What follows belongs to an exercise in optimizing a design on an open flow for small area, a short achievable clock period and few clock cycles per item; a production flow would make more cautious choices. Function was not checked in any run shown here: the RTL went through the layout flow alone. No activity file was given, so power comes from the tool's default toggle rates.

### flow/run.sh
#!/bin/bash
# synth_recipe.tcl (not shown) runs the flow's synth.tcl, then flattens the netlist and writes it again
# the make line also repeats each setting of config.mk as NAME=value (left out here)
make -C /OpenROAD-flow-scripts/flow DESIGN_CONFIG=/design/flow/config.mk WORK_HOME=/design/flow/orfs CLKGATE_MAP_FILE= SYNTH_SCRIPT=/design/flow/synth_recipe.tcl finish
### flow/config.mk
export PLATFORM = sky130hd
export DESIGN_NAME = memWrDma
export DESIGN_NICKNAME = memWrDma
export VERILOG_FILES = /design/flow/design.v
export SDC_FILE = /design/flow/constraint.sdc
export NUM_CORES = 4
export LEC_CHECK = 0
export ABC_CLOCK_PERIOD_IN_PS = 3000
export CAP_MARGIN = 20
export CORE_MARGIN = 2
export CORE_UTILIZATION = 40
export SETUP_SLACK_MARGIN = 5
export SLEW_MARGIN = 20
### flow/constraint.sdc
create_clock -name core_clock -period 8.0 [get_ports {i_CfgClk}]
set_input_delay 1.6000 -clock core_clock [delete_from_list [all_inputs] [get_ports {i_CfgClk}]]
set_output_delay 1.6000 -clock core_clock [all_outputs]
set_load 0.01 [all_outputs]
### flow/design.v
`default_nettype none
package memWrDma_pkg;
	typedef logic [64-1:0] hostAddr_t;
	typedef logic [32-1:0]  lclAddr_t;
	typedef logic [64-1:0]  line_t;
	typedef logic [31:0]             cfgData_t;
	typedef logic [31:0]             byteCnt_t;
	typedef logic [12-1:0]   pload_t;
	typedef logic [10-1:0]   dwLen_t;
	typedef logic [7:0]              tag_t;
	typedef logic [15:0]             reqId_t;
	typedef struct packed {
		hostAddr_t hostBase;
		lclAddr_t  lclBase;
		byteCnt_t  byteCnt;
	} xferCfg_t;
	typedef struct packed {
		hostAddr_t hostAddr;
		lclAddr_t  lclAddr;
		pload_t    pload;    
		dwLen_t    dwLen;
		tag_t      tag;
	} pktDesc_t;
	typedef enum logic [1:0] {SEG_IDLE, SEG_ISSUE, SEG_WAIT} segState_t;
	typedef enum logic [1:0] {FRM_IDLE, FRM_HDR0, FRM_HDR1, FRM_DATA} frmState_t;
endpackage
`default_nettype wire
`default_nettype none
module memWrDma
#(
	parameter int DEPTH = 5
)
(
	input  wire                           i_CfgClk,
	input  wire                           i_ARst,
	input  wire                           i_CfgCyc,
	input  wire                           i_CfgStb,
	input  wire                           i_CfgWnR,
	input  wire [3:0]                     i_CfgAddr,
	input  wire memWrDma_pkg::cfgData_t   i_CfgWrData,
	output logic                          o_CfgAck,
	output memWrDma_pkg::cfgData_t        o_CfgRdData,
	input  wire memWrDma_pkg::pload_t     i_MaxPload,
	input  wire memWrDma_pkg::reqId_t     i_RequesterId,
	output logic                          o_MemRd,
	output memWrDma_pkg::lclAddr_t        o_MemRdAddr,
	input  wire                           i_MemReady,
	input  wire                           i_MemDv,
	input  wire memWrDma_pkg::line_t      i_MemRdData,
	output logic                          o_AstTxDv,
	output logic                          o_AstTxSop,
	output logic                          o_AstTxEop,
	output memWrDma_pkg::line_t           o_AstTxData,
	input  wire                           i_AstTxReady
);
	localparam int PW = $clog2(DEPTH);
	typedef enum logic [2:0] {S_IDLE, S_HDR0, S_HDR1, S_DATA, S_TAIL} frmState_t;
	logic [31:0] ctrlReg;
	logic [63:0] hostBase;
	logic [31:0] lclBase;
	logic        busy;
	logic        busyNext;
	logic        cfgWr;
	logic        xferWr;
	logic        lenWr;
	logic        start;
	assign cfgWr  = i_CfgCyc & i_CfgStb & i_CfgWnR & ~o_CfgAck;
	assign xferWr = cfgWr & ~busy;
	assign lenWr  = xferWr && (i_CfgAddr == 4'h7);
	assign start  = lenWr && ctrlReg[0] && (i_CfgWrData[31:3] != '0);
	always_ff @(posedge i_CfgClk or posedge i_ARst)
	begin
		if (i_ARst)
		begin
			o_CfgAck <= 1'b0;
			ctrlReg  <= '0;
			hostBase <= '0;
			lclBase  <= '0;
		end
		else
		begin
			o_CfgAck <= i_CfgCyc & i_CfgStb & ~o_CfgAck;
			if (cfgWr && (i_CfgAddr == 4'h0))
				ctrlReg <= i_CfgWrData;
			if (xferWr && (i_CfgAddr == 4'h4))
				hostBase[31:0] <= i_CfgWrData;
			if (xferWr && (i_CfgAddr == 4'h5))
				hostBase[63:32] <= i_CfgWrData;
			if (xferWr && (i_CfgAddr == 4'h6))
				lclBase <= i_CfgWrData;
		end
	end
	frmState_t   state;
	logic [28:0] remLines;     
	logic [3:0]  lineOff;      
	logic [24:0] hostMid;      
	logic        crossed;      
	logic        is4Dw;        
	logic [7:0]  tagCnt;
	logic [31:0] hostHi;
	logic        remOne;
	logic        lastInPkt;
	logic [4:0]  pktLines;
	logic [4:0]  bndLines;
	assign hostHi    = hostBase[63:32] + {31'd0, crossed};
	assign remOne    = (remLines == 29'd1);
	assign lastInPkt = (lineOff == 4'hF) || remOne;
	assign bndLines  = 5'd16 - {1'b0, lineOff};
	assign pktLines  = ((remLines[28:5] == '0) && (remLines[4:0] < bndLines)) ? remLines[4:0] : bndLines;
	memWrDma_pkg::line_t fifoMem [DEPTH];
	logic [PW-1:0] wrIdx;
	logic [PW-1:0] rdIdx;
	logic          wrPh;
	logic          rdPh;
	logic          fifoEmpty;
	logic          headOk;
	memWrDma_pkg::line_t head;
	assign fifoEmpty = (wrIdx == rdIdx) && (wrPh == rdPh);
	assign headOk    = ~fifoEmpty | i_MemDv;
	assign head      = fifoEmpty ? i_MemRdData : fifoMem[rdIdx];
	always_ff @(posedge i_CfgClk)
	begin
		if (i_MemDv)
			fifoMem[wrIdx] <= i_MemRdData;
	end
	logic        load;
	logic        beatOk;
	logic        pop;
	logic        nbSop;
	logic        nbEop;
	logic [63:0] nbData;
	frmState_t   nbState;
	logic [31:0] heldDw;
	assign load = ~o_AstTxDv | i_AstTxReady;
	always_comb
	begin
		beatOk  = 1'b0;
		pop     = 1'b0;
		nbSop   = 1'b0;
		nbEop   = 1'b0;
		nbData  = head;
		nbState = state;
		case (state)
			S_HDR0:
			begin
				beatOk  = 1'b1;
				nbSop   = 1'b1;
				nbData  = {i_RequesterId, tagCnt, 8'hFF,
					3'b010 | {2'b00, is4Dw}, 5'd0, 8'd0, 6'd0, 4'd0, pktLines, 1'b0};
				nbState = S_HDR1;
			end
			S_HDR1:
				if (is4Dw)
				begin
					beatOk  = 1'b1;
					nbData  = {hostMid, lineOff, hostBase[2:0], hostHi};
					nbState = S_DATA;
				end
				else
				begin
					beatOk  = headOk;
					pop     = 1'b1;
					nbData  = {head[31:0], hostMid, lineOff, hostBase[2:0]};
					nbState = lastInPkt ? S_TAIL : S_DATA;
				end
			S_DATA:
				if (is4Dw)
				begin
					beatOk  = headOk;
					pop     = 1'b1;
					nbEop   = lastInPkt;
					nbData  = head;
					nbState = lastInPkt ? (remOne ? S_IDLE : S_HDR0) : S_DATA;
				end
				else
				begin
					beatOk  = headOk;
					pop     = 1'b1;
					nbData  = {head[31:0], heldDw};
					nbState = lastInPkt ? S_TAIL : S_DATA;
				end
			S_TAIL:
			begin
				beatOk  = 1'b1;
				nbEop   = 1'b1;
				nbData  = {32'd0, heldDw};
				nbState = (remLines == '0) ? S_IDLE : S_HDR0;
			end
			default: ;
		endcase
	end
	logic doLoad;
	logic doPop;
	assign doLoad = load & beatOk;
	assign doPop  = doLoad & pop;
	assign busyNext = start | (busy & ~((state == S_IDLE) & load));
	always_ff @(posedge i_CfgClk or posedge i_ARst)
	begin
		if (i_ARst)
		begin
			state     <= S_IDLE;
			busy      <= 1'b0;
			o_AstTxDv <= 1'b0;
			tagCnt    <= '0;
			rdIdx     <= '0;
			wrIdx     <= '0;
			rdPh      <= 1'b0;
			wrPh      <= 1'b0;
		end
		else
		begin
			busy <= busyNext;
			if (i_MemDv)
			begin
				wrIdx <= (wrIdx == PW'(DEPTH - 1)) ? '0 : wrIdx + 1'b1;
				if (wrIdx == PW'(DEPTH - 1))
					wrPh <= ~wrPh;
			end
			if (start)
				state <= S_HDR0;
			else if (doLoad)
				state <= nbState;
			if (load)
				o_AstTxDv <= beatOk;
			if (doLoad && (state == S_HDR0))
				tagCnt <= tagCnt + 1'b1;
			if (doPop)
			begin
				rdIdx <= (rdIdx == PW'(DEPTH - 1)) ? '0 : rdIdx + 1'b1;
				if (rdIdx == PW'(DEPTH - 1))
					rdPh <= ~rdPh;
			end
		end
	end
	always_ff @(posedge i_CfgClk)
	begin
		if (doLoad)
		begin
			o_AstTxData <= nbData;
			o_AstTxSop  <= nbSop;
			o_AstTxEop  <= nbEop;
		end
		if (doPop)
			heldDw <= head[63:32];
		if (lenWr)
		begin
			remLines <= i_CfgWrData[31:3];
			lineOff  <= hostBase[6:3];
			hostMid  <= hostBase[31:7];
			crossed  <= 1'b0;
			is4Dw    <= |hostBase[63:32];
		end
		else if (doPop)
		begin
			remLines <= remLines - 1'b1;
			lineOff  <= lineOff + 1'b1;
			if (lineOff == 4'hF)
			begin
				hostMid <= hostMid + 1'b1;
				if (&hostMid)
				begin
					crossed <= 1'b1;
					is4Dw   <= ~&hostBase[63:32];
				end
			end
		end
	end
	logic [PW:0]  pend;      
	logic [28:0]  rdAddr;
	logic         memAcc;
	logic         moreAfter;
	logic         roomAfter;
	assign memAcc = o_MemRd & i_MemReady;
	assign moreAfter = memAcc ? ({1'b0, remLines} > 30'(pend) + 30'd1)
	                          : ({1'b0, remLines} > 30'(pend));
	assign roomAfter = (memAcc && !doPop) ? (pend < (PW+1)'(DEPTH - 1))
	                 : (!memAcc && doPop) ? 1'b1
	                 : (pend < (PW+1)'(DEPTH));
	assign o_MemRdAddr = {rdAddr, lclBase[2:0]};
	always_ff @(posedge i_CfgClk or posedge i_ARst)
	begin
		if (i_ARst)
		begin
			o_MemRd <= 1'b0;
			pend    <= '0;
		end
		else
		begin
			if (start)
				o_MemRd <= 1'b1;
			else
				o_MemRd <= busy & moreAfter & roomAfter;
			case ({memAcc, doPop})
				2'b10:   pend <= pend + 1'b1;
				2'b01:   pend <= pend - 1'b1;
				default: ;
			endcase
		end
	end
	always_ff @(posedge i_CfgClk)
	begin
		if (lenWr)
			rdAddr <= lclBase[31:3];
		else if (memAcc)
			rdAddr <= rdAddr + 1'b1;
	end
	always_ff @(posedge i_CfgClk)
	begin
		case (i_CfgAddr)
			4'h0:     o_CfgRdData <= ctrlReg;
			4'h1:     o_CfgRdData <= {30'd0, ~busyNext, busyNext};
			4'h4: o_CfgRdData <= hostBase[31:0];
			4'h5: o_CfgRdData <= hostBase[63:32];
			4'h6:    o_CfgRdData <= lclBase;
			4'h7:      o_CfgRdData <= busyNext ? {remLines, 3'd0} : '0;
			default:           o_CfgRdData <= '0;
		endcase
	end
endmodule
`default_nettype wire
==> results.py, run 1 <==
metrics = {
    "run_status": {
        "status": "finished clean",
    },
    "routing": {
        "vias_per_cell": 5.78,
        "drtIter0Drc": 2751,
        "via_count": 21200,
        "wl_um": 95700,
        "drc": 0,
        "ant_nets": 0,
        "post_drt_wl_per_cell_um": 26.1,
        "first_pass_iters": 11,
    },
    "setup_path": {
        "max_stage_delay_ns": 0.40,
        "crit_arrival_ns": 3.53,
        "reg2reg_depth": 13,
        "start_kind": "input port",
        "cp_num_buf_inv": 2,
        "crit_cells": 12,
        "critPathTopFamily": "simple AND/OR/NAND/NOR gates",
        "timing.rr.end": "pend[3]",
        "setup.worst_path.end_class": "register",
        "crit_chain": "buf_2 -> nor4_4 -> a21oi_4 -> nand3_4 -> inv_16 -> ha_4 -> ha_4 -> a21o_1 -> a21oi_2 -> xnor2_1 -> nor2_1 -> xnor2_1",
        "cp.required_ns": 8.51,
        "crit_type": "in2reg",
        "ff2ff_setup_slack_ns": 5.05,
        "r2r-start": "state[0]",
        "cp_slowest_cell": "nor4_4",
        "critPathMaxFanout": 9,
    },
    "placement": {
        "io_buffers": 256,
        "gp_congestion": 0.901,
        "hpwl_um": 60300,
    },
    "synthesis": {
        "synth-main-ff-cell": "edfxtp_1",
        "synth_compound_area_frac": 0.0767,
        "yosysSeqAreaShare": 0.640,
        "synth_edf_count": 506,
        "synth_fa_ha_area_frac": 0.0140,
        "syn_avg_cell_area_um2": 13.6,
        "synth_cells": 2262,
        "yosys-top-cells-area": "edfxtp_1 (49%), dfrtp_1 (13%), mux2_2 (4.7%)",
        "synth-warning-count": 1,
        "synth_most_common_cell": "edfxtp_1",
        "async_flop_share": 0.223,
        "synth_common_cells": "edfxtp_1 (506), nand2_1 (288), o21ai_0 (164)",
        "synth_top_family_by_area": "multiplexers",
        "yosys.cell_types.count": 75,
        "synth_area_mm2": 0.0308,
        "synth_top_area_cell": "edfxtp_1",
        "synth.top_cell.area_share": 0.493,
        "ys_ff_latch": 694,
        "synth-xor-area-share": 0.0364,
        "synth-simple-area-share": 0.0941,
        "syn-num-nets": 2432,
        "synthMuxAreaShare": 0.116,
    },
    "sta": {
        "clock.fmax_mhz": 331,
        "hold_viol": 0,
        "relSlewSlack": 0.270,
        "tightest_slew_ns": 1.09,
        "grt_setup_unrepaired": "true",
        "final_max_slew_viol_count": 0,
        "period_minus_slack_ns": 3.02,
        "final.period_utilization": 0.378,
        "finalSetupTns_ns": 0,
        "setup_viol": 0,
        "fin_skew_ns": 0.0267,
    },
    "die": {
        "io_pins": 269,
        "fp.dieH_um": 282,
        "dieArea_mm2": 0.0793,
        "die_w_um": 282,
        "coreArea_mm2": 0.0761,
        "initial_utilization": 0.405,
        "num_rows": 101,
    },
    "grt": {
        "antenna_found_initial": 18,
        "grt_pass1_vias": 20800,
        "grt_max_degree": 156,
        "grtUsageTotal": 0.239,
        "grt_first_pass_wirelength_um": 139000,
        "grt-ovfl-total": 0,
    },
    "final_layout": {
        "nets": 2743,
        "syn_to_final_growth_pct": 24.5,
        "final_core_util": 0.504,
        "drive_gt1_frac": 0.190,
    },
    "worst_hold_path": {
        "hold_class": "reg2reg",
        "whs_path_depth": 2,
        "worstHoldStart": "crossed",
        "min_to": "crossed",
    },
    "clock_network": {
        "cts_max_path_buffers": 3,
        "htreeDepth": 3,
        "cts_hold_buf": 0,
        "cts.sinks": 694,
        "clock-root-buffer": "clkbuf_16",
        "cts_made_buffers": 76,
        "cts_tree": "built",
        "path_clk_slew_ns": 0.06,
        "clock_latency_ns": 0.64,
    },
    "power": {
        "cellPowerDensity_mw_per_mm2": 356,
        "vdd_drop_max_v": 0.000285,
        "power.leakage_nw": 14.0,
    },
    "job": {
        "drv_cap": 0,
    },
}
## kinds of logic after synthesis
kind of cell	after synthesis
AO/OA/AOI/OAI	359
AND/OR/NAND/NOR	616
adder cells (fa/ha/maj)	34
flip-flops	694
XOR/XNOR	128
multiplexers	261
buffers and inverters	170
## tightest hold or removal path, cell delays in order, from the launching register on
cell and delay, ns:
dfxtp_1 0.31, inv_1 0.05, a21oi_1 0.05
## sequential cells by signal, summed over array words and instances, names as in the netlist, 8 cells and up
signal,count
ctrlReg,32
hostBase,64
heldDw,32
rdAddr,29
remLines,29
o_CfgRdData,32
lclBase,32
o_AstTxData,64
fifoMem,320
tagCnt,8
hostMid,25
## worst max-delay path by stage
stage	from	endpoint	slack, ns
floorplan	i_MemDv	pend[3]	3.08
global placement	i_MemDv	pend[3]	2.63
detailed placement	i_MemDv	pend[3]	2.54
CTS	state[0]	pend[3]	4.87
global route	i_MemDv	pend[3]	4.83
finish	i_MemDv	pend[3]	4.98
## final cells by class
class,instances,area (um^2)
sequential,694,19700
inverter,35,168
tap,1030,1290
antenna,5,12.5
timing repair buffer,364,3840
clock inverter,39,408
multi-input combinational,1400,10800
fill,6555,37700
clock buffer,100,2090
timing repair inverter,2,17.5
## stage by stage
stage                     cell area (um^2)  hold WS, ns  power [mW]  setup WS [ns]  cells
after floorplan                      31100        0.434        8.03           3.08   2262
after global placement               34600        0.444        9.82           2.63   3447
after detailed placement             34600        0.446        9.92           2.54   3447
after CTS                            38000        0.455        13.7           4.87   3645
after global routing                 38400        0.490        14.3           4.83   3665
final                                38400        0.457        13.7           4.98   3669
## power by group
part,internal (mW),switching (mW)
combinational,1.80,2.81
sequential,4.95,0.571
clock,2.08,1.45
total,8.83,4.83
## metal layers
metal  share of wire  up-vias  GRT usage
met4           0.035       18     0.0795
met5          0.0013        -          0
li1                -     9303          -
met3           0.091      186     0.0560
met2            0.47     1006      0.373
met1            0.41    10700      0.330
## what timing repair did
action	CTS	global route
setup buffers	47	15
pin swaps	17	10
gates resized for setup	271	56
endpoints found under the setup margin	969	450
cloned	12	4
## cell usage in the layout, fill, tap and decap left out, drive strengths merged, types with 23 or more instances in the layout
cell type / count
edfxtp: 506
nand2: 288
o21ai: 172
dfrtp: 155
mux2: 134
dlygate4sd2: 133
clkbuf: 107
buf: 102
clkdlybuf4s50: 85
nor2: 84
nand3: 83
xnor2: 76
a222oi: 68
mux4: 64
mux2i: 63
a21oi: 63
xor2: 52
inv: 41
dfxtp: 33
ha: 33
nand4: 29
nor4: 29
clkinv: 25
nor3: 23
==> run 2, diff against run 1 <==
--- a/flow/config.mk
+++ b/flow/config.mk
@@ -6,8 +6,6 @@
 export NUM_CORES = 4
 export LEC_CHECK = 0
-export ABC_CLOCK_PERIOD_IN_PS = 3000
 export CAP_MARGIN = 20
 export CORE_MARGIN = 2
 export CORE_UTILIZATION = 40
-export SETUP_SLACK_MARGIN = 5
 export SLEW_MARGIN = 20
==> run 2 against run 1 <==
Compared with the run above: cell area is 3.7% lower; still clean on timing, DRC and antenna; clock power is 3% lower; synthesized area stayed put; sequential cell count stayed put; global-route usage is 1.3 points lower; cell count is 2.1% lower; critical path depth is 2 higher; first-iteration DRC count is 18% lower; largest power group unchanged; wire length is 5.8% lower; via count is 3.4% lower; critical path type is now reg2reg.
==> results.py, run 2 <==
metrics = {
    "run_status": {
        "status": "finished clean",
    },
    "final_layout": {
        "largest_reg_flops": 320,
        "layout_commonest_cell": "edfxtp_1",
        "design_area_mm2": 0.0369,
        "final_cell_mix": "edfxtp_1 (506), nand2_1 (286), clkdlybuf4s50_1 (256)",
        "multi_input_area_mm2": 0.0105,
        "n_fill_cell": 6751,
        "drive_gt1_frac": 0.148,
        "largestRegisters": "fifoMem (320), hostBase (64), o_AstTxData (64)",
        "register_area_mm2": 0.0197,
        "nets": 2669,
        "top_register": "fifoMem",
        "syn_to_final_growth_pct": 19.9,
    },
    "sta": {
        "relSlewSlack": 0.239,
        "hold_viol": 0,
        "setup_viol": 0,
        "finalSetupTns_ns": 0,
        "grt_setup_unrepaired": "false",
        "clock.fmax_mhz": 214,
        "final.period_utilization": 0.584,
        "final_max_slew_viol_count": 0,
        "tightest_slew_ns": 1.14,
        "period_minus_slack_ns": 4.67,
        "fin_skew_ns": 0.0326,
    },
    "clock_network": {
        "clock-root-buffer": "clkbuf_16",
        "htreeDepth": 3,
        "cts_hold_buf": 0,
        "cts_made_buffers": 76,
        "path_clk_slew_ns": 0.06,
        "cts_setup_buffers": 0,
        "cts_resized": 0,
        "clock_latency_ns": 0.65,
        "cts_tree": "built",
        "cts_max_path_buffers": 3,
        "cts.sinks": 694,
    },
    "setup_path": {
        "cp.required_ns": 8.53,
        "crit_type": "reg2reg",
        "start_kind": "register",
        "critPathMaxFanout": 40,
        "timing.rr.end": "pend[3]",
        "reg2reg_depth": 14,
        "setup.worst_path.end_class": "register",
        "crit_arrival_ns": 5.20,
        "r2r-start": "state[0]",
        "ff2ff_setup_slack_ns": 3.33,
    },
    "synthesis": {
        "yosys-top-cells-area": "edfxtp_1 (49%), dfrtp_1 (13%), mux2_2 (4.7%)",
        "synth_area_mm2": 0.0308,
        "ys_ff_latch": 694,
        "synth.top_cell.area_share": 0.493,
        "syn-num-nets": 2432,
        "yosysSeqAreaShare": 0.640,
        "synth-warning-count": 1,
        "synth_common_cells": "edfxtp_1 (506), nand2_1 (288), o21ai_0 (164)",
        "yosys.cell_types.count": 75,
        "async_flop_share": 0.223,
        "synth_cells": 2262,
        "synth_most_common_cell": "edfxtp_1",
        "synth-main-ff-cell": "edfxtp_1",
        "synth_top_area_cell": "edfxtp_1",
        "synth_edf_count": 506,
        "syn_avg_cell_area_um2": 13.6,
    },
    "worst_hold_path": {
        "hold_class": "reg2reg",
        "min_to": "o_CfgAck",
        "worstHoldStart": "o_CfgAck",
        "whs_path_depth": 1,
    },
    "job": {
        "drv_cap": 0,
    },
    "die": {
        "io_pins": 269,
        "initial_utilization": 0.405,
        "num_rows": 101,
        "fp.dieH_um": 282,
        "dieArea_mm2": 0.0793,
        "die_w_um": 282,
        "coreArea_mm2": 0.0761,
    },
    "placement": {
        "placed_cell_area_mm2": 0.0345,
        "gp_congestion": 0.858,
        "io_buffers": 256,
        "hpwl_um": 60600,
    },
    "power": {
        "cellPowerDensity_mw_per_mm2": 358,
        "vdd_drop_max_v": 0.000264,
        "power.leakage_nw": 12.9,
    },
    "routing": {
        "via_count": 20500,
        "drc": 0,
        "wl_um": 90100,
        "ant_nets": 0,
        "post_drt_wl_per_cell_um": 25.1,
        "vias_per_cell": 5.70,
        "first_pass_iters": 9,
        "drtIter0Drc": 2250,
    },
    "grt": {
        "antenna_found_initial": 11,
        "grt_pass1_vias": 20300,
        "grtUsageTotal": 0.226,
        "grt-ovfl-total": 0,
        "grt_first_pass_wirelength_um": 133000,
        "grt_max_degree": 107,
    },
}
==> run 2: cell counts after synthesis <==
No cell type changed its count.
==> run 2: layer usage <==
layer	vias to the layer above	GRT usage	share of wire
li1	9130	-	-
met1	10400	0.320	0.42
met2	865	0.358	0.47
met3	112	0.0394	0.082
met4	12	0.0611	0.022
met5	-	0	0.00084
==> run 2: cells by family (layout without fill, tap and decap cells) <==
kind of cell	after synthesis	after routing	share of synthesized area
mux	261	261	0.116
other cells	0	2	0
compound gates	359	359	0.0767
simple gates	616	616	0.0941
xor+xnor	128	128	0.0364
flops	694	694	0.640
buf+inv	170	468	0.0224
fa+ha+maj	34	34	0.0140
==> run 2: stage by stage <==
| step | util | setup slack (ns) | power, mW | hold slack, ns | std cells |
|---|---|---|---|---|---|
| detailed placement | 0.454 | 2.97 | 9.88 | 0.447 | 3451 |
| global route | 0.486 | 3.09 | 13.8 | 0.494 | 3592 |
| finish | 0.486 | 3.33 | 13.2 | 0.462 | 3592 |
| floorplan | - | 1.20 | 8.00 | 0.429 | 2262 |
| global placement | 0.454 | 2.93 | 9.78 | 0.452 | 3451 |
| CTS | 0.486 | 3.31 | 13.3 | 0.461 | 3590 |
==> run 2: report_power, final <==
group	switching [mW]	internal [mW]
clock	1.50	1.91
sequential	0.651	4.96
combinational	2.52	1.67
total	4.67	8.55
==> run 2: how the worst max path moves through the flow <==
stage / from / to / slack [ns] / depth (start not counted)
after floorplan: i_MemDv / fifoMem[4][0] / 1.20 / 3
after global placement: i_MemDv / pend[3] / 2.93 / 13
after detailed placement: i_MemDv / pend[3] / 2.97 / 13
after CTS: state[0] / pend[3] / 3.31 / 14
after global routing: state[0] / pend[3] / 3.09 / 14
final: state[0] / pend[3] / 3.33 / 14
==> run 2: worst max-delay path, cell delays in order (launching register included) <==
cell and delay, ns:
dfrtp_1 0.71, or3b_1 0.54, inv_2 0.67, nor4_1 0.24, a21oi_4 0.21, nand3_1 0.29, inv_2 0.11, buf_4 0.51
ha_1 0.31, ha_1 0.25, a21o_1 0.17, a21oi_1 0.17, xnor2_1 0.14, nor2_1 0.07, xnor2_1 0.12
==> run 2: final cells by class <==
type	instances	area share
repair buffers	294	0.0771
multi-input cells	1398	0.284
well taps	1030	0.0349
diodes	2	0.000135
clock buffers	96	0.0557
flip-flops and latches	694	0.534
clock inverters	43	0.0101
inverters	35	0.00369
==> run 3, diff against run 2 <==
--- a/flow/config.mk
+++ b/flow/config.mk
@@ -6,6 +6,8 @@
 export NUM_CORES = 4
 export LEC_CHECK = 0
+export ABC_AREA = 1
 export CAP_MARGIN = 20
 export CORE_MARGIN = 2
-export CORE_UTILIZATION = 40
+export CORE_UTILIZATION = 60
+export SETUP_SLACK_MARGIN = 5
 export SLEW_MARGIN = 20
==> run 3 against run 2 <==
Compared with the run above: still clean; register-to-register slack better by 1.6 ns; clock skew shrank 0.012 ns; count of clock-buffer cells in the layout grew 12; critical path depth increased by 5; power up 5.5%; cell area rose by 5.8%; die area shrank 29%; non-clock buffer count increased by 69; worst hold slack gained 0.015 ns.
==> results.py, run 3 <==
metrics = {
    "routing": {
        "top_layer_used": "met5",
        "vias_per_cell": 6.43,
        "drt-met1-wl_um": 42600,
        "post_drt_wl_per_cell_um": 26.5,
        "routed-wl-met3_um": 13700,
        "via_count": 27900,
        "wl_met2_um": 52500,
        "drtIter0Drc": 3743,
        "drc": 0,
        "first_pass_iters": 8,
        "wl_um": 115000,
        "ant_nets": 0,
    },
    "synthesis": {
        "yosys.cell_types.count": 53,
        "syn-num-nets": 3465,
        "synth.top_cell.area_share": 0.468,
        "synth_common_cells": "nand2_1 (712), edfxtp_1 (506), o21ai_0 (400)",
        "synth_top_area_cell": "edfxtp_1",
        "syn_avg_cell_area_um2": 9.86,
        "synth_edf_count": 506,
        "async_flop_share": 0.223,
        "synth_cells": 3295,
        "ys_ff_latch": 694,
        "synth_area_mm2": 0.0325,
        "yosysSeqAreaShare": 0.607,
        "synth_most_common_cell": "nand2_1",
        "yosys-top-cells-area": "edfxtp_1 (47%), dfrtp_1 (12%), nand2_1 (8.2%)",
        "synth-main-ff-cell": "edfxtp_1",
        "synth-warning-count": 1,
    },
    "placement": {
        "gp_congestion": 0.982,
        "hpwl_um": 71800,
        "preCtsSetupSlack_ns": 2.76,
        "io_buffers": 256,
    },
    "power": {
        "power.leakage_nw": 15.3,
        "vdd_drop_max_v": 0.000308,
        "cellPowerDensity_mw_per_mm2": 357,
    },
    "sta": {
        "setup_viol": 0,
        "hold_viol": 0,
        "setup_slack_ns": 4.95,
        "final.period_utilization": 0.381,
        "clock.fmax_mhz": 328,
        "relSlewSlack": 0.304,
        "grt_setup_unrepaired": "true",
        "finalSetupTns_ns": 0,
        "tightest_slew_ns": 1.04,
        "final_max_slew_viol_count": 0,
        "period_minus_slack_ns": 3.05,
        "fin_skew_ns": 0.0202,
    },
    "final_layout": {
        "largestRegisters": "fifoMem (320), hostBase (64), o_AstTxData (64)",
        "syn_to_final_growth_pct": 20.3,
        "multi_input_area_mm2": 0.0117,
        "n_fill_cell": 3927,
        "largest_reg_flops": 320,
        "layout_commonest_cell": "nand2_1",
        "register_area_mm2": 0.0197,
        "nets": 3746,
        "top_register": "fifoMem",
        "final_core_util": 0.728,
        "drive_gt1_frac": 0.0951,
        "final_cell_mix": "nand2_1 (702), edfxtp_1 (506), o21ai_0 (396)",
    },
    "grt": {
        "grt_max_degree": 156,
        "grt_first_pass_wirelength_um": 168000,
        "grtUsageTotal": 0.404,
        "antenna_found_initial": 4,
        "grt-ovfl-total": 0,
        "grt_pass1_vias": 26200,
    },
    "die": {
        "dieArea_mm2": 0.0560,
        "fp.dieH_um": 237,
        "coreArea_mm2": 0.0537,
        "die_w_um": 237,
        "io_pins": 269,
        "num_rows": 85,
        "initial_utilization": 0.605,
    },
    "setup_path": {
        "crit_arrival_ns": 3.53,
        "reg2reg_depth": 19,
        "ff2ff_setup_slack_ns": 4.95,
        "crit_type": "reg2reg",
        "timing.rr.end": "pend[3]",
        "critPathMaxFanout": 17,
        "start_kind": "register",
        "cp.required_ns": 8.48,
        "setup.worst_path.end_class": "register",
        "r2r-start": "rdIdx[1]",
    },
    "job": {
        "drv_cap": 0,
    },
    "run_status": {
        "status": "finished clean",
    },
    "clock_network": {
        "cts_tree": "built",
        "path_clk_slew_ns": 0.06,
        "clock-root-buffer": "clkbuf_16",
        "cts_made_buffers": 73,
        "clock_latency_ns": 0.62,
        "cts_hold_buf": 0,
        "htreeDepth": 3,
        "cts.sinks": 694,
        "cts_max_path_buffers": 3,
    },
    "worst_hold_path": {
        "whs_path_depth": 2,
        "hold_class": "reg2reg",
        "min_to": "crossed",
        "worstHoldStart": "crossed",
    },
}
## run 3: repair_timing
action,in CTS,in global routing
hold endpoints to repair,0,0
gates cloned,17,2
gates resized for setup,234,35
setup buffers,57,8
pin swaps,17,9
setup endpoints to repair,918,236
## run 3: worst max path at each step
stage                 startpoint         endpoint  slack, ns
floorplan                i_MemDv    fifoMem[4][0]       4.19
global placement    i_CfgAddr[2]     hostBase[25]       2.89
detailed placement  i_CfgAddr[2]     hostBase[30]       2.76
CTS                   rdAddr[22]  o_MemRdAddr[25]       5.00
global route            rdIdx[1]          pend[3]       4.86
finish                  rdIdx[1]          pend[3]       4.95
## run 3: power breakdown
group          internal, mW  total, mW  leakage, nW  switching (mW)
clock                  1.80       3.23         1.10            1.43
sequential             4.99       5.48         7.01           0.491
combinational          1.62       5.23         7.15            3.61
## run 3: cell type report
cell class	count	share of cell area
Inverter	223	0.0230
Sequential cell	694	0.505
Clock buffer	108	0.0527
Multi-Input combinational cell	2218	0.298
Clock inverter	28	0.00515
Timing Repair Buffer	363	0.0927
Tap cell	696	0.0223
Timing Repair inverter	3	0.000768
Antenna cell	3	0.000192
## run 3: cells by family (layout without fill, tap and decap cells)
group | count (synthesis) | in the layout | synth area share
DFF | 694 | 694 | 0.607
xor gates and xnor gates | 82 | 82 | 0.0221
AOI/OAI and AO/OA | 740 | 743 | 0.131
other | 0 | 3 | 0
buffers and inverters | 391 | 725 | 0.0491
and+or+nand+nor | 1354 | 1359 | 0.177
adders and majority gates | 34 | 34 | 0.0133
## run 3: metal layers
layer,track usage,vias to the layer above
met2,0.628,2048
met4,0.202,2
met3,0.0747,279
li1,-,12100
met5,0,-
met1,0.552,13500
## run 3: critical path, stage by stage, from the launching register on
cell	delay, ns
dfrtp_4	0.52
clkinv_4	0.13
buf_12	0.18
nand2_1	0.08
nand2_1	0.06
nand2_1	0.08
nor2_4	0.21
buf_12	0.19
nand2_1	0.10
nand3_4	0.11
nor2_4	0.08
ha_4	0.19
ha_1	0.28
nand2_1	0.07
nor2_1	0.05
a211oi_2	0.19
nor2_1	0.07
nor2_1	0.10
nand2_1	0.08
xor2_1	0.14
## run 3: metrics by stage
stage | instance area, um^2 | instances | power [mW] | hold WS [ns]
floorplan | 32700 | 3295 | 8.36 | 0.433
global placement | 35600 | 4113 | 10.2 | 0.458
CTS | 38900 | 4323 | 13.7 | 0.480
finish | 39100 | 4336 | 13.9 | 0.477
global route | 39100 | 4336 | 14.5 | 0.497
detailed placement | 35600 | 4113 | 10.4 | 0.468
==> run 4, diff against run 3 <==
--- a/flow/config.mk
+++ b/flow/config.mk
@@ -6,8 +6,9 @@
 export NUM_CORES = 4
 export LEC_CHECK = 0
-export ABC_AREA = 1
+export ABC_CLOCK_PERIOD_IN_PS = 3000
 export CAP_MARGIN = 20
 export CORE_MARGIN = 2
-export CORE_UTILIZATION = 60
+export CORE_UTILIZATION = 40
+export CTS_BUF_LIST = sky130_fd_sc_hd__clkbuf_4 sky130_fd_sc_hd__clkbuf_8
 export SETUP_SLACK_MARGIN = 5
 export SLEW_MARGIN = 20
==> run 4 against run 3 <==
Compared with the run above: first-iteration DRC count fell by 36%; non-clock buffer count did not move; synthesized cell count fell by 31%; power fell by 5.8%; critical path depth fell by 18; sequential cell count did not move; register-to-register slack improved by 0.12 ns; setup slack improved by 0.025 ns; wire length fell by 18%.
==> results.py, run 4 <==
metrics = {
    "run_status": {
        "status": "finished clean",
    },
    "clock_network": {
        "path_clk_slew_ns": 0.06,
        "cts_hold_buf": 0,
        "cts_tree": "built",
        "cts_max_path_buffers": 3,
        "clock-root-buffer": "clkbuf_8",
        "htreeDepth": 3,
        "clock_latency_ns": 0.75,
        "cts_made_buffers": 114,
        "cts.sinks": 694,
    },
    "final_layout": {
        "layout_commonest_cell": "edfxtp_1",
        "top_register": "fifoMem",
        "final_cell_mix": "edfxtp_1 (506), nand2_1 (282), o21ai_0 (158)",
        "final_core_util": 0.495,
        "syn_to_final_growth_pct": 22.1,
        "largestRegisters": "fifoMem (320), hostBase (64), o_AstTxData (64)",
        "nets": 2779,
        "drive_gt1_frac": 0.248,
        "largest_reg_flops": 320,
    },
    "die": {
        "die_w_um": 282,
        "coreArea_mm2": 0.0761,
        "dieArea_mm2": 0.0793,
        "fp.dieH_um": 282,
        "io_pins": 269,
        "initial_utilization": 0.405,
        "num_rows": 101,
    },
    "grt": {
        "grt_first_pass_wirelength_um": 138000,
        "grt_max_degree": 156,
        "grt_pass1_vias": 21100,
        "antenna_found_initial": 14,
        "grtUsageTotal": 0.235,
        "grt-ovfl-total": 0,
    },
    "sta": {
        "clock.fmax_mhz": 331,
        "grt_setup_unrepaired": "true",
        "relSlewSlack": 0.258,
        "finalSetupTns_ns": 0,
        "final.period_utilization": 0.378,
        "setup_viol": 0,
        "period_minus_slack_ns": 3.02,
        "hold_viol": 0,
        "tightest_slew_ns": 1.11,
        "fin_skew_ns": 0.0510,
        "final_max_slew_viol_count": 0,
    },
    "setup_path": {
        "crit_type": "reg2out",
        "cp_num_buf_inv": 1,
        "cp_slowest_cell": "edfxtp_1",
        "crit_chain": "buf_2",
        "critPathMaxFanout": 1,
        "start_kind": "register",
        "crit_arrival_ns": 1.42,
        "setup.worst_path.end_class": "output port",
        "critPathTopFamily": "flip-flops",
        "max_stage_delay_ns": 0.48,
        "cp.required_ns": 6.40,
    },
    "synthesis": {
        "synth_top_area_cell": "edfxtp_1",
        "synth_cells": 2262,
        "synth_common_cells": "edfxtp_1 (506), nand2_1 (288), o21ai_0 (164)",
        "synth-main-ff-cell": "edfxtp_1",
        "synth_area_mm2": 0.0308,
        "synth_edf_count": 506,
        "syn-num-nets": 2432,
        "ys_ff_latch": 694,
        "synth.top_cell.area_share": 0.493,
        "synth-warning-count": 1,
        "yosys-top-cells-area": "edfxtp_1 (49%), dfrtp_1 (13%), mux2_2 (4.7%)",
        "yosysSeqAreaShare": 0.640,
        "async_flop_share": 0.223,
        "syn_avg_cell_area_um2": 13.6,
        "synth_most_common_cell": "edfxtp_1",
        "yosys.cell_types.count": 75,
    },
    "placement": {
        "gp_congestion": 0.901,
        "io_buffers": 256,
        "hpwl_um": 60300,
    },
    "power": {
        "vdd_drop_max_v": 0.000245,
        "power.leakage_nw": 13.7,
        "cellPowerDensity_mw_per_mm2": 349,
    },
    "routing": {
        "drtIter0Drc": 2406,
        "ant_nets": 0,
        "vias_per_cell": 5.67,
        "via_count": 21200,
        "first_pass_iters": 9,
        "post_drt_wl_per_cell_um": 25.2,
        "drc": 0,
        "wl_um": 94100,
    },
    "job": {
        "drv_cap": 0,
    },
    "worst_hold_path": {
        "hold_class": "reg2reg",
    },
}
==> run 4: cell count changes after synthesis, sizes merged, moves of 89 or more <==
cell / before / now
inv: 222 / 35
mux2: 0 / 134
nand2: 713 / 288
nand3: 178 / 83
nor2: 328 / 84
o21ai: 405 / 172
o22ai: 90 / 1
==> run 4: cell families (layout without fill, tap and decap cells) <==
kind of cell	after synthesis	in the layout	synth area share
adders and majority gates	34	34	0.0140
buffers and inverters	170	612	0.0224
DFF	694	694	0.640
and+or+nand+nor	616	616	0.0941
muxes	261	261	0.116
AOI/OAI and AO/OA	359	360	0.0767
xor gates and xnor gates	128	128	0.0364
other	0	5	0
==> run 4: path summary, 6_finish.rpt <==
kind / start / endpoint / slack (ns) / depth (start not counted)
worst max-delay path: o_AstTxData[8] / o_AstTxData[8] / 4.98 / 1
worst min-delay path: crossed / crossed / 0.46 / 2
worst max register to register: is4Dw / o_AstTxData[21] / 5.07 / 7
worst min register to register: crossed / crossed / 0.46 / 2
max in group asynchronous: i_ARst / rdIdx[0] / 5.70 / 3
min in group asynchronous: i_ARst / pend[1] / 1.47 / 3
==> run 4: area by class of cell <==
type | count | area [um^2]
sequential | 694 | 19800
clock inverter | 46 | 288
inverter | 35 | 178
clock buffer | 166 | 2040
tap | 1030 | 1290
multi-input combinational | 1399 | 10800
timing repair inverter | 2 | 17.5
antenna | 5 | 12.5
timing repair buffer | 363 | 3310
fill | 6670 | 38400
==> run 4: what timing repair did <==
| item | in CTS | in global routing |
|---|---|---|
| gates resized for setup | 501 | 68 |
| setup endpoints to repair | 928 | 234 |
| cloned | 5 | 3 |
| buffers inserted | 53 | 15 |
| pin swaps | 14 | 14 |
==> run 4: metal layers <==
layer / up-vias / GRT usage / part of all wire
met5: - / 0 / 0.0015
met4: 20 / 0.0771 / 0.027
met3: 159 / 0.0523 / 0.088
met2: 942 / 0.372 / 0.47
met1: 10700 / 0.323 / 0.41
li1: 9384 / - / -
==> run 4: power breakdown <==
group	internal [mW]	switching (mW)	total, mW
clock	1.68	1.46	3.14
sequential	4.96	0.583	5.54
combinational	1.70	2.76	4.46
total	8.33	4.80	13.1
==> run 4: per-stage QoR <==
step / cell area (um^2) / hold slack [ns] / instances / setup slack (ns) / power, mW
6_report: 37600 / 0.456 / 3740 / 4.98 / 13.1
5_1_grt: 37600 / 0.491 / 3737 / 4.91 / 13.8
4_1_cts: 37300 / 0.456 / 3717 / 4.87 / 13.1
3_3_place_gp: 34600 / 0.444 / 3447 / 2.63 / 9.82
2_1_floorplan: 31100 / 0.434 / 2262 / 3.08 / 8.03
3_5_place_dp: 34600 / 0.446 / 3447 / 2.54 / 9.92
==> run 5, diff against run 4 <==
==> flow/flow/run.sh (new file) <==
#!/bin/bash
# Standard layout, with the smallest buffer on every input and output port
set -euo pipefail
export BUFFER_PORTS_ARGS="-buffer_cell sky130_fd_sc_hd__buf_1"
bash standard.sh > flow_make.log 2>&1
==> flow/standard.sh (new file) <==
#!/bin/bash
# synth_recipe.tcl (not shown) runs the flow's synth.tcl, then flattens the netlist and writes it again
# the make line also repeats each setting of config.mk as NAME=value (left out here)
make -C /OpenROAD-flow-scripts/flow DESIGN_CONFIG=/design/flow/config.mk WORK_HOME=/design/flow/orfs CLKGATE_MAP_FILE= SYNTH_SCRIPT=/design/flow/synth_recipe.tcl "${@:-finish}"
--- a/flow/config.mk
+++ b/flow/config.mk
@@ -11,4 +11,6 @@
 export CORE_UTILIZATION = 40
 export CTS_BUF_LIST = sky130_fd_sc_hd__clkbuf_4 sky130_fd_sc_hd__clkbuf_8
+export CTS_CLUSTER_DIAMETER = 50
+export CTS_CLUSTER_SIZE = 16
 export SETUP_SLACK_MARGIN = 5
 export SLEW_MARGIN = 20
removed: flow/run.sh
==> run 5 against run 4 <==
Compared with the run above: sequential power about the same; utilization decreased by 2.8 points; register-to-register slack got worse by 0.02 ns; global-route usage decreased by 0.68 points; critical endpoint is now o_AstTxData[15].
==> results.py, run 5 <==
metrics = {
    "synthesis": {
        "yosys-top-cells-area": "edfxtp_1 (49%), dfrtp_1 (13%), mux2_2 (4.7%)",
        "ys_ff_latch": 694,
        "synth-warning-count": 1,
        "synth_common_cells": "edfxtp_1 (506), nand2_1 (288), o21ai_0 (164)",
        "yosysSeqAreaShare": 0.640,
        "yosys.cell_types.count": 75,
        "synth.top_cell.area_share": 0.493,
        "synth_area_mm2": 0.0308,
        "synth-main-ff-cell": "edfxtp_1",
        "synth_cells": 2262,
        "synth_top_area_cell": "edfxtp_1",
        "synth_edf_count": 506,
        "syn_avg_cell_area_um2": 13.6,
        "syn-num-nets": 2432,
        "synth_most_common_cell": "edfxtp_1",
        "async_flop_share": 0.223,
    },
    "run_status": {
        "status": "finished clean",
    },
    "grt": {
        "grt_first_pass_wirelength_um": 134000,
        "antenna_found_initial": 9,
        "grtUsageTotal": 0.229,
        "grt_pass1_vias": 20200,
        "grt_max_degree": 156,
        "grt-ovfl-total": 0,
    },
    "setup_path": {
        "reg2reg_depth": 13,
        "crit_type": "reg2out",
        "start_kind": "register",
        "critPathMaxFanout": 1,
        "ff2ff_setup_slack_ns": 5.05,
        "max_stage_delay_ns": 0.51,
        "timing.rr.end": "pend[3]",
        "cp.required_ns": 6.40,
        "cp_slowest_cell": "edfxtp_1",
        "critPathTopFamily": "flip-flops",
        "crit_arrival_ns": 1.38,
        "crit_chain": "buf_1",
        "setup.worst_path.end_class": "output port",
        "cp_num_buf_inv": 1,
        "r2r-start": "state[2]",
    },
    "routing": {
        "wl_um": 91500,
        "via_count": 20700,
        "post_drt_wl_per_cell_um": 25.2,
        "drtIter0Drc": 2175,
        "vias_per_cell": 5.69,
        "first_pass_iters": 8,
        "ant_nets": 0,
        "drc": 0,
    },
    "final_layout": {
        "syn_to_final_growth_pct": 15.3,
        "largest_reg_flops": 320,
        "drive_gt1_frac": 0.178,
        "largestRegisters": "fifoMem (320), hostBase (64), o_AstTxData (64)",
        "nets": 2704,
        "n_fill_cell": 6883,
        "final_cells": 3631,
        "top_register": "fifoMem",
        "layout_commonest_cell": "edfxtp_1",
        "final_cell_mix": "edfxtp_1 (506), nand2_1 (283), buf_1 (253)",
    },
    "job": {
        "drv_cap": 0,
    },
    "sta": {
        "hold_viol": 0,
        "clock.fmax_mhz": 336,
        "finalSetupTns_ns": 0,
        "setup_slack_ns": 5.02,
        "grt_setup_unrepaired": "true",
        "fin_skew_ns": 0.0461,
        "final.period_utilization": 0.372,
        "setup_viol": 0,
        "tightest_slew_ns": 0.991,
        "final_max_slew_viol_count": 0,
        "period_minus_slack_ns": 2.98,
        "relSlewSlack": 0.339,
    },
    "die": {
        "initial_utilization": 0.405,
        "coreArea_mm2": 0.0761,
        "num_rows": 101,
        "die_w_um": 282,
        "fp.dieH_um": 282,
        "io_pins": 269,
        "dieArea_mm2": 0.0793,
    },
    "clock_network": {
        "htreeDepth": 3,
        "cts_max_path_buffers": 3,
        "cts.sinks": 694,
        "path_clk_slew_ns": 0.08,
        "clock_latency_ns": 0.71,
        "cts_hold_buf": 0,
        "clock-root-buffer": "clkbuf_8",
        "cts_tree": "built",
        "cts_made_buffers": 78,
    },
    "worst_hold_path": {
        "min_to": "crossed",
        "worstHoldStart": "crossed",
        "hold_class": "reg2reg",
        "whs_path_depth": 2,
    },
    "placement": {
        "io_buffers": 256,
        "hpwl_um": 59900,
        "post-place-cells": 3446,
        "gp_congestion": 0.872,
        "preCtsSetupSlack_ns": 3.48,
    },
    "power": {
        "power.leakage_nw": 12.3,
        "power_mw": 12.7,
        "vdd_drop_max_v": 0.000285,
        "cellPowerDensity_mw_per_mm2": 357,
    },
}
## run 5: cell counts after synthesis
Identical to the previous run, type by type.
## run 5: area by class of cell
| cell class | instances | area [um^2] | share of cell area |
|---|---|---|---|
| flip-flops and latches | 694 | 19700 | 0.556 |
| multi-input cells | 1398 | 10600 | 0.300 |
| repair buffers | 325 | 1710 | 0.0482 |
| well taps | 1030 | 1290 | 0.0363 |
| clock buffers | 84 | 1120 | 0.0317 |
| clock inverters | 59 | 821 | 0.0231 |
| inverters | 35 | 168 | 0.00472 |
| repair inverters | 2 | 17.5 | 0.000493 |
| diodes | 4 | 10.0 | 0.000282 |
## run 5: cell families (layout without fill, tap and decap cells)
group                      count (synthesis)  count (layout)  share of synthesized area
DFF                                      694             694                      0.640
and+or+nand+nor                          616             616                     0.0941
AOI/OAI and AO/OA                        359             359                     0.0767
muxes                                    261             261                      0.116
buffers and inverters                    170             505                     0.0224
xor gates and xnor gates                 128             128                     0.0364
adders and majority gates                 34              34                     0.0140
other                                      0               4                          0
## run 5: tightest hold or removal path, cell delays in order (launching register included)
cell,delay [ns]
dfxtp_1,0.32
inv_1,0.05
a21oi_1,0.05
## run 5: per-layer routing
layer  vias to the layer above  share of wire  GRT usage
met5                         -         0.0010          0
met1                     10500           0.42      0.317
li1                       9195              -          -
met4                        14          0.021     0.0660
met3                       118          0.084     0.0479
met2                       857           0.47      0.365
## run 5: repair_timing
action	CTS	global route
pin swaps	2	4
setup endpoints to repair	723	236
cloned	2	1
buffers inserted	11	24
resized for setup	46	24
## run 5: stage by stage
stage | area, um^2 | util | hold WS [ns]
finish | 35500 | 0.467 | 0.460
floorplan | 31100 | - | 0.434
global route | 35500 | 0.467 | 0.489
CTS | 35300 | 0.464 | 0.461
detailed placement | 33000 | 0.434 | 0.448
global placement | 33000 | 0.434 | 0.437
## run 5: how the worst max path moves through the flow
stage,start,end,slack [ns],depth (start not counted)
3_5_place_dp,i_CfgAddr[0],o_MemRd,3.48,7
5_1_grt,state[2],pend[3],4.94,13
6_report,o_AstTxData[15],o_AstTxData[15],5.02,1
4_1_cts,state[2],pend[3],4.89,13
2_1_floorplan,i_MemDv,pend[3],3.08,12
3_3_place_gp,i_CfgAddr[0],o_MemRd,3.52,7
## run 5: power by group
| group | leakage, nW | internal, mW | switching (mW) |
|---|---|---|---|
| logic | 4.31 | 1.55 | 2.64 |
| clock network | 0.964 | 1.43 | 1.48 |
| registers | 6.99 | 4.95 | 0.616 |
==> run 6, diff against run 5 <==
--- a/flow/config.mk
+++ b/flow/config.mk
@@ -10,7 +10,7 @@
 export CORE_MARGIN = 2
 export CORE_UTILIZATION = 40
-export CTS_BUF_LIST = sky130_fd_sc_hd__clkbuf_4 sky130_fd_sc_hd__clkbuf_8
-export CTS_CLUSTER_DIAMETER = 50
-export CTS_CLUSTER_SIZE = 16
+export CTS_BUF_LIST = sky130_fd_sc_hd__clkbuf_8 sky130_fd_sc_hd__clkbuf_16
+export CTS_CLUSTER_DIAMETER = 40
+export CTS_CLUSTER_SIZE = 20
 export SETUP_SLACK_MARGIN = 5
 export SLEW_MARGIN = 20
==> run 6 against run 5 <==
Compared with the run above: largest cell class unchanged; still clean on timing, DRC and antenna; sequential cell count stayed put; largest power group unchanged; critical path depth is 12 higher; wire length rose by 0.43%; clock skew is 0.010 ns lower; power increased by 10%; via count rose by 0.53%; count of clock-buffer cells in the layout grew 17; synthesized area unchanged; maximum frequency down 0.28%; register-to-register slack is essentially flat; first-iteration DRC count up 11%.
==> results.py, run 6 <==
metrics = {
    "placement": {
        "post-place-cells": 3446,
        "gp_congestion": 0.872,
        "io_buffers": 256,
        "preCtsSetupSlack_ns": 3.48,
        "hpwl_um": 59900,
        "placed_cell_area_mm2": 0.0330,
    },
    "synthesis": {
        "syn-num-nets": 2432,
        "synth_most_common_cell": "edfxtp_1",
        "synth-main-ff-cell": "edfxtp_1",
        "synth_top_area_cell": "edfxtp_1",
        "async_flop_share": 0.223,
        "yosys.cell_types.count": 75,
        "synth_edf_count": 506,
        "synth_common_cells": "edfxtp_1 (506), nand2_1 (288), o21ai_0 (164)",
        "syn_avg_cell_area_um2": 13.6,
        "yosys-top-cells-area": "edfxtp_1 (49%), dfrtp_1 (13%), mux2_2 (4.7%)",
        "synth.top_cell.area_share": 0.493,
        "ys_ff_latch": 694,
        "synth_area_mm2": 0.0308,
        "synth_cells": 2262,
        "synth-warning-count": 1,
        "yosysSeqAreaShare": 0.640,
    },
    "sta": {
        "whs_ns": 0.457,
        "hold_viol": 0,
        "tightest_slew_ns": 1.07,
        "period_minus_slack_ns": 2.99,
        "grt_setup_unrepaired": "true",
        "setup_slack_ns": 5.01,
        "clock.fmax_mhz": 335,
        "relSlewSlack": 0.288,
        "fin_skew_ns": 0.0359,
        "finalSetupTns_ns": 0,
        "setup_viol": 0,
        "final.period_utilization": 0.373,
        "final_max_slew_viol_count": 0,
    },
    "clock_network": {
        "clock-root-buffer": "clkbuf_16",
        "clock_latency_ns": 0.66,
        "cts.sinks": 694,
        "cts_max_path_buffers": 3,
        "cts_tree": "built",
        "path_clk_slew_ns": 0.05,
        "cts_made_buffers": 94,
        "htreeDepth": 3,
    },
    "grt": {
        "grtUsageTotal": 0.230,
        "grt_pass1_vias": 20400,
        "grt_first_pass_wirelength_um": 135000,
        "antenna_found_initial": 9,
        "grt-ovfl-total": 0,
        "grt_max_degree": 156,
    },
    "job": {
        "drv_cap": 0,
    },
    "die": {
        "coreArea_mm2": 0.0761,
        "io_pins": 269,
        "dieArea_mm2": 0.0793,
        "die_w_um": 282,
        "num_rows": 101,
        "initial_utilization": 0.405,
        "fp.dieH_um": 282,
    },
    "setup_path": {
        "crit_type": "in2reg",
        "crit_arrival_ns": 3.50,
        "critPathMaxFanout": 10,
        "cp.required_ns": 8.52,
        "start_kind": "input port",
        "setup.worst_path.end_class": "register",
    },
    "final_layout": {
        "n_fill_cell": 6737,
        "top_register": "fifoMem",
        "layout_commonest_cell": "edfxtp_1",
        "largestRegisters": "fifoMem (320), hostBase (64), o_AstTxData (64)",
        "nets": 2705,
        "register_area_mm2": 0.0197,
        "final_cells": 3648,
        "syn_to_final_growth_pct": 19.2,
        "design_area_mm2": 0.0367,
        "drive_gt1_frac": 0.180,
        "final_cell_mix": "edfxtp_1 (506), nand2_1 (283), buf_1 (253)",
        "multi_input_area_mm2": 0.0106,
        "final_core_util": 0.483,
        "largest_reg_flops": 320,
    },
    "power": {
        "cellPowerDensity_mw_per_mm2": 379,
        "internal_power_mw": 8.99,
        "clockPowerShare": 0.302,
        "pwr-share-seq": 0.401,
        "vdd_drop_max_v": 0.000230,
        "power.leakage_nw": 12.8,
        "p_sw_mw": 4.95,
        "power_mw": 13.9,
        "switching_share": 0.355,
        "pwr-share-comb": 0.298,
    },
    "run_status": {
        "status": "finished clean",
    },
    "routing": {
        "drtIter0Drc": 2425,
        "first_pass_iters": 8,
        "drc": 0,
        "ant_nets": 0,
        "vias_per_cell": 5.69,
        "via_count": 20800,
        "post_drt_wl_per_cell_um": 25.2,
        "wl_um": 91900,
    },
    "worst_hold_path": {
        "hold_class": "reg2reg",
    },
}
## run 6: cells by family (layout without fill, tap and decap cells)
kind of cell / count (synthesis) / count (layout) / synth area share
AND/OR/NAND/NOR: 616 / 616 / 0.0941
flip-flops: 694 / 694 / 0.640
other: 0 / 1 / 0
AO/OA/AOI/OAI: 359 / 359 / 0.0767
buffers and inverters: 170 / 525 / 0.0224
multiplexers: 261 / 261 / 0.116
adder cells (fa/ha/maj): 34 / 34 / 0.0140
XOR/XNOR: 128 / 128 / 0.0364
## run 6: worst max-delay path, cell delays in order
cell and delay, ns:
buf_1 0.10, nand2b_1 0.14, nand3_1 0.13, a21oi_4 0.19, nand3_4 0.18, inv_16 0.17, ha_4 0.16, ha_4 0.19
a21o_1 0.16, a21oi_2 0.13, xnor2_1 0.13, nor2_1 0.07, xnor2_1 0.12
## run 6: final cells by class
cell class              instances  area share
repair buffers                310      0.0443
diodes                          1   0.0000681
clock inverters                77      0.0212
inverters                      35     0.00456
repair inverters                2    0.000477
flip-flops and latches        694       0.538
clock buffers                 101      0.0670
well taps                    1030      0.0351
multi-input cells            1398       0.290
## run 6: timing repair
action,CTS,global route
gates cloned,3,0
setup buffers,14,6
gates resized for setup,51,22
setup endpoints to repair,735,271
pin swaps,3,3
hold buffers,0,0
## run 6: worst paths after layout
check	slack, ns	startpoint	cells past startpoint	end
worst max-delay path	5.01	i_AstTxReady	13	pend[3]
worst min-delay path	0.46	crossed	2	crossed
worst max register to register	5.05	state[2]	13	pend[3]
worst min register to register	0.46	crossed	2	crossed
max in group asynchronous	5.91	i_ARst	3	rdIdx[1]
min in group asynchronous	1.13	i_ARst	3	pend[1]
## run 6: power by group through the flow
stage	clock [mW]	combinational [mW]	sequential, mW
2_1_floorplan	0	2.63	5.40
3_3_place_gp	0	3.84	5.68
3_5_place_dp	0	3.90	5.70
4_1_cts	4.27	4.15	5.58
5_1_grt	4.41	4.51	5.65
6_report	4.20	4.15	5.58
## run 6: layer usage
layer  wire length (um)  global-route usage  share of wire
met1              37900               0.315           0.41
met2              43300               0.365           0.47
met3               8200              0.0554          0.089
met4               2380              0.0697          0.026
met5                117                   0         0.0013
==> run 7, diff against run 6 <==
--- a/flow/design.v
+++ b/flow/design.v
@@ -63,10 +63,8 @@
 	logic        cfgWr;
 	logic        xferWr;
-	logic        lenWr;
 	logic        start;
 	assign cfgWr  = i_CfgCyc & i_CfgStb & i_CfgWnR & ~o_CfgAck;
 	assign xferWr = cfgWr & ~busy;
-	assign lenWr  = xferWr && (i_CfgAddr == 4'h7);
-	assign start  = lenWr && ctrlReg[0] && (i_CfgWrData[31:3] != '0);
+	assign start  = xferWr && (i_CfgAddr == 4'h7) && ctrlReg[0] && (i_CfgWrData[31:3] != '0);
 	always_ff @(posedge i_CfgClk or posedge i_ARst)
 	begin
@@ -243,5 +241,5 @@
 		if (doPop)
 			heldDw <= head[63:32];
-		if (lenWr)
+		if (!busy)
 		begin
 			remLines <= i_CfgWrData[31:3];
@@ -300,5 +298,5 @@
 	always_ff @(posedge i_CfgClk)
 	begin
-		if (lenWr)
+		if (!busy)
 			rdAddr <= lclBase[31:3];
 		else if (memAcc)
--- a/flow/config.mk
+++ b/flow/config.mk
@@ -10,7 +10,7 @@
 export CORE_MARGIN = 2
 export CORE_UTILIZATION = 40
-export CTS_BUF_LIST = sky130_fd_sc_hd__clkbuf_8 sky130_fd_sc_hd__clkbuf_16
-export CTS_CLUSTER_DIAMETER = 40
-export CTS_CLUSTER_SIZE = 20
+export CTS_BUF_LIST = sky130_fd_sc_hd__clkbuf_4 sky130_fd_sc_hd__clkbuf_8
+export CTS_CLUSTER_DIAMETER = 50
+export CTS_CLUSTER_SIZE = 16
 export SETUP_SLACK_MARGIN = 5
 export SLEW_MARGIN = 20
==> run 7 against run 6 <==
Compared with the run above: highest routed layer unchanged; critical path type unchanged; critical path depth unchanged; register-to-register slack worse by 0.10 ns; largest power group unchanged; via count up 7.2%.
==> results.py, run 7 <==
metrics = {
    "setup_path": {
        "critPathMaxFanout": 8,
        "crit_chain": "buf_2 -> mux2i_1 -> o211ai_1 -> buf_4 -> o2111ai_4 -> bufinv_16 -> ha_4 -> ha_4 -> a21o_1 -> a21oi_2 -> xnor2_1 -> nor2_1 -> xnor2_1",
        "cp.required_ns": 8.56,
        "setup.worst_path.end_class": "register",
        "start_kind": "input port",
        "max_stage_delay_ns": 0.26,
        "critPathTopFamily": "compound AO/OA/AOI/OAI gates",
        "crit_arrival_ns": 3.72,
        "crit_type": "in2reg",
        "cp_num_buf_inv": 3,
        "ff2ff_setup_slack_ns": 4.95,
        "cp_slowest_cell": "o2111ai_4",
    },
    "clock_network": {
        "cts_made_buffers": 82,
        "clock_latency_ns": 0.70,
        "clock-root-buffer": "clkbuf_8",
        "htreeDepth": 3,
        "cts_tree": "built",
        "cts_hold_buf": 0,
        "cts.sinks": 694,
        "cts_max_path_buffers": 3,
        "path_clk_slew_ns": 0.07,
    },
    "placement": {
        "io_buffers": 256,
        "post-place-cells": 3614,
        "gp_congestion": 0.891,
        "hpwl_um": 63300,
        "preCtsSetupSlack_ns": 3.51,
    },
    "grt": {
        "grtUsageTotal": 0.233,
        "grt_max_degree": 156,
        "grt_pass1_vias": 21600,
        "grt_first_pass_wirelength_um": 142000,
        "antenna_found_initial": 9,
        "grt-ovfl-total": 0,
    },
    "sta": {
        "setup_slack_ns": 4.84,
        "final_max_slew_viol_count": 0,
        "finalSetupTns_ns": 0,
        "hold_viol": 0,
        "fin_skew_ns": 0.0429,
        "setup_viol": 0,
        "period_minus_slack_ns": 3.16,
        "tightest_slew_ns": 1.06,
        "final.period_utilization": 0.395,
        "clock.fmax_mhz": 316,
        "relSlewSlack": 0.294,
        "grt_setup_unrepaired": "true",
    },
    "synthesis": {
        "synth.top_cell.area_share": 0.480,
        "synth_most_common_cell": "edfxtp_1",
        "syn_avg_cell_area_um2": 13.0,
        "yosys.cell_types.count": 65,
        "syn-num-nets": 2600,
        "synth_area_mm2": 0.0317,
        "synth-main-ff-cell": "edfxtp_1",
        "yosys-top-cells-area": "edfxtp_1 (48%), dfrtp_1 (12%), mux4_2 (4.6%)",
        "synth_top_area_cell": "edfxtp_1",
        "synth_cells": 2430,
        "ys_ff_latch": 694,
        "synth_edf_count": 506,
        "async_flop_share": 0.223,
        "yosysSeqAreaShare": 0.623,
        "synth_common_cells": "edfxtp_1 (506), nand2_1 (207), nor2_1 (168)",
        "synth-warning-count": 1,
    },
    "routing": {
        "first_pass_iters": 9,
        "post_drt_wl_per_cell_um": 25.6,
        "wl_um": 96800,
        "via_count": 22300,
        "ant_nets": 0,
        "drtIter0Drc": 2638,
        "vias_per_cell": 5.88,
        "drc": 0,
    },
    "final_layout": {
        "drive_gt1_frac": 0.143,
        "largest_reg_flops": 320,
        "largestRegisters": "fifoMem (320), hostBase (64), o_AstTxData (64)",
        "layout_commonest_cell": "edfxtp_1",
        "n_fill_cell": 7094,
        "register_area_mm2": 0.0197,
        "nets": 2838,
        "multi_input_area_mm2": 0.0116,
        "final_cells": 3788,
        "top_register": "fifoMem",
        "final_cell_mix": "edfxtp_1 (506), buf_1 (252), nand2_1 (202)",
        "syn_to_final_growth_pct": 14.3,
    },
    "die": {
        "num_rows": 103,
        "die_w_um": 285,
        "coreArea_mm2": 0.0786,
        "initial_utilization": 0.403,
        "fp.dieH_um": 285,
        "dieArea_mm2": 0.0814,
        "io_pins": 269,
    },
    "run_status": {
        "status": "finished clean",
    },
    "power": {
        "power.leakage_nw": 12.8,
        "cellPowerDensity_mw_per_mm2": 322,
        "vdd_drop_max_v": 0.000215,
    },
    "worst_hold_path": {
        "hold_class": "reg2reg",
    },
    "job": {
        "drv_cap": 0,
    },
}
==> run 7: worst paths after layout <==
path,end,cells after the start,startpoint
worst max-delay path,pend[3],13,i_MemDv
max in group asynchronous,lclBase[14],3,i_ARst
worst min-delay path,o_CfgAck,1,o_CfgAck
min in group asynchronous,lclBase[30],3,i_ARst
worst min register to register,o_CfgAck,1,o_CfgAck
worst max register to register,pend[3],13,state[1]
==> run 7: logic make-up (layout without fill, tap and decap cells) <==
family / count (synthesis) / after routing / synth area share
compound gates: 490 / 493 / 0.0975
xor+xnor: 124 / 124 / 0.0343
fa+ha+maj: 34 / 34 / 0.0137
buf+inv: 197 / 498 / 0.0239
flops: 694 / 694 / 0.623
mux: 270 / 270 / 0.116
other cells: 0 / 4 / 0
simple gates: 621 / 621 / 0.0914
==> run 7: layer usage <==
layer,share of wire,track usage
met1,0.41,0.324
met2,0.46,0.358
met4,0.039,0.0953
met5,0.00087,0
met3,0.092,0.0451
==> run 7: report_power, final <==
part	switching [mW]	total, mW	leakage (nW)	internal (mW)
clock	1.51	2.86	0.956	1.34
sequential	0.509	5.30	7.18	4.79
combinational	2.14	3.50	4.66	1.36
total	4.17	11.7	12.8	7.49
==> run 7: metrics by stage <==
step,cell area (um^2),utilization,hold WS [ns],power (mW)
floorplan,31900,-,0.428,7.37
global placement,33800,0.430,0.427,8.61
detailed placement,33800,0.430,0.435,8.71
CTS,36000,0.458,0.454,11.7
global route,36200,0.460,0.477,12.2
finish,36200,0.460,0.447,11.7
==> run 7: timing repair <==
action | CTS | global route
gates cloned | 5 | 0
endpoints found under the setup margin | 445 | 250
pin swaps | 4 | 4
buffers inserted | 6 | 9
gates resized for setup | 31 | 30
==> run 7: area by class of cell <==
| type | instances | share of cell area |
|---|---|---|
| clock inverter | 60 | 0.0184 |
| timing repair buffer | 304 | 0.0404 |
| antenna | 4 | 0.000277 |
| clock buffer | 90 | 0.0337 |
| sequential | 694 | 0.546 |
| multi-input combinational | 1542 | 0.319 |
| inverter | 42 | 0.00519 |
| tap | 1050 | 0.0363 |
| timing repair inverter | 2 | 0.000484 |

-- afterwards: timing with drivers on the ports --
The flow's constraints put no driver on any port. The routed layouts listed below were extracted and timed again, unchanged, in two steps.
Step 1 sets driving cells, clkbuf_16 on the clock port and buf_2 on the other inputs (assumed; they add their load-dependent delay and slew).
Step 2 moves the port delays by t, midway between the first and last clock arrival at a register: inputs arrive t later, outputs are due t later. That takes back most of the time a late clock gives input paths.
Slacks: ideal ports / drivers / drivers and shift; pairs: ideal ports / drivers.
| run | shift t [ns] | setup WS [ns] | hold slack, ns | worst setup path after step 2 | clock arrival spread, ns |
|---|---|---|---|---|---|
| run 1 | 0.688 | 4.978 / 4.953 / 4.265 | 0.457 / 0.457 / 0.457 | input to register | 0.029 / 0.030 |
| run 2 | 0.696 | 3.332 / 3.332 / 2.943 | 0.462 / 0.462 / 0.462 | input to register | 0.033 / 0.033 |
| run 3 | 0.671 | 4.954 / 4.936 / 4.266 | 0.477 / 0.477 / 0.477 | input to register | 0.020 / 0.021 |
| run 4 | 0.790 | 4.979 / 4.915 / 4.245 | 0.456 / 0.456 / 0.456 | input to register | 0.052 / 0.053 |
| run 5 | 0.743 | 5.021 / 4.966 / 4.289 | 0.460 / 0.460 / 0.460 | input to register | 0.055 / 0.056 |
| run 6 | 0.708 | 5.012 / 5.012 / 4.305 | 0.457 / 0.457 / 0.457 | input to register | 0.039 / 0.039 |
| run 7 | 0.753 | 4.840 / 4.849 / 4.096 | 0.447 / 0.447 / 0.447 | input to register | 0.050 / 0.050 |
After both steps setup and hold are still met in every run listed. The setup slack of run 7, which loses most, moves by +0.009 ns with the drivers and by -0.744 ns with both steps.
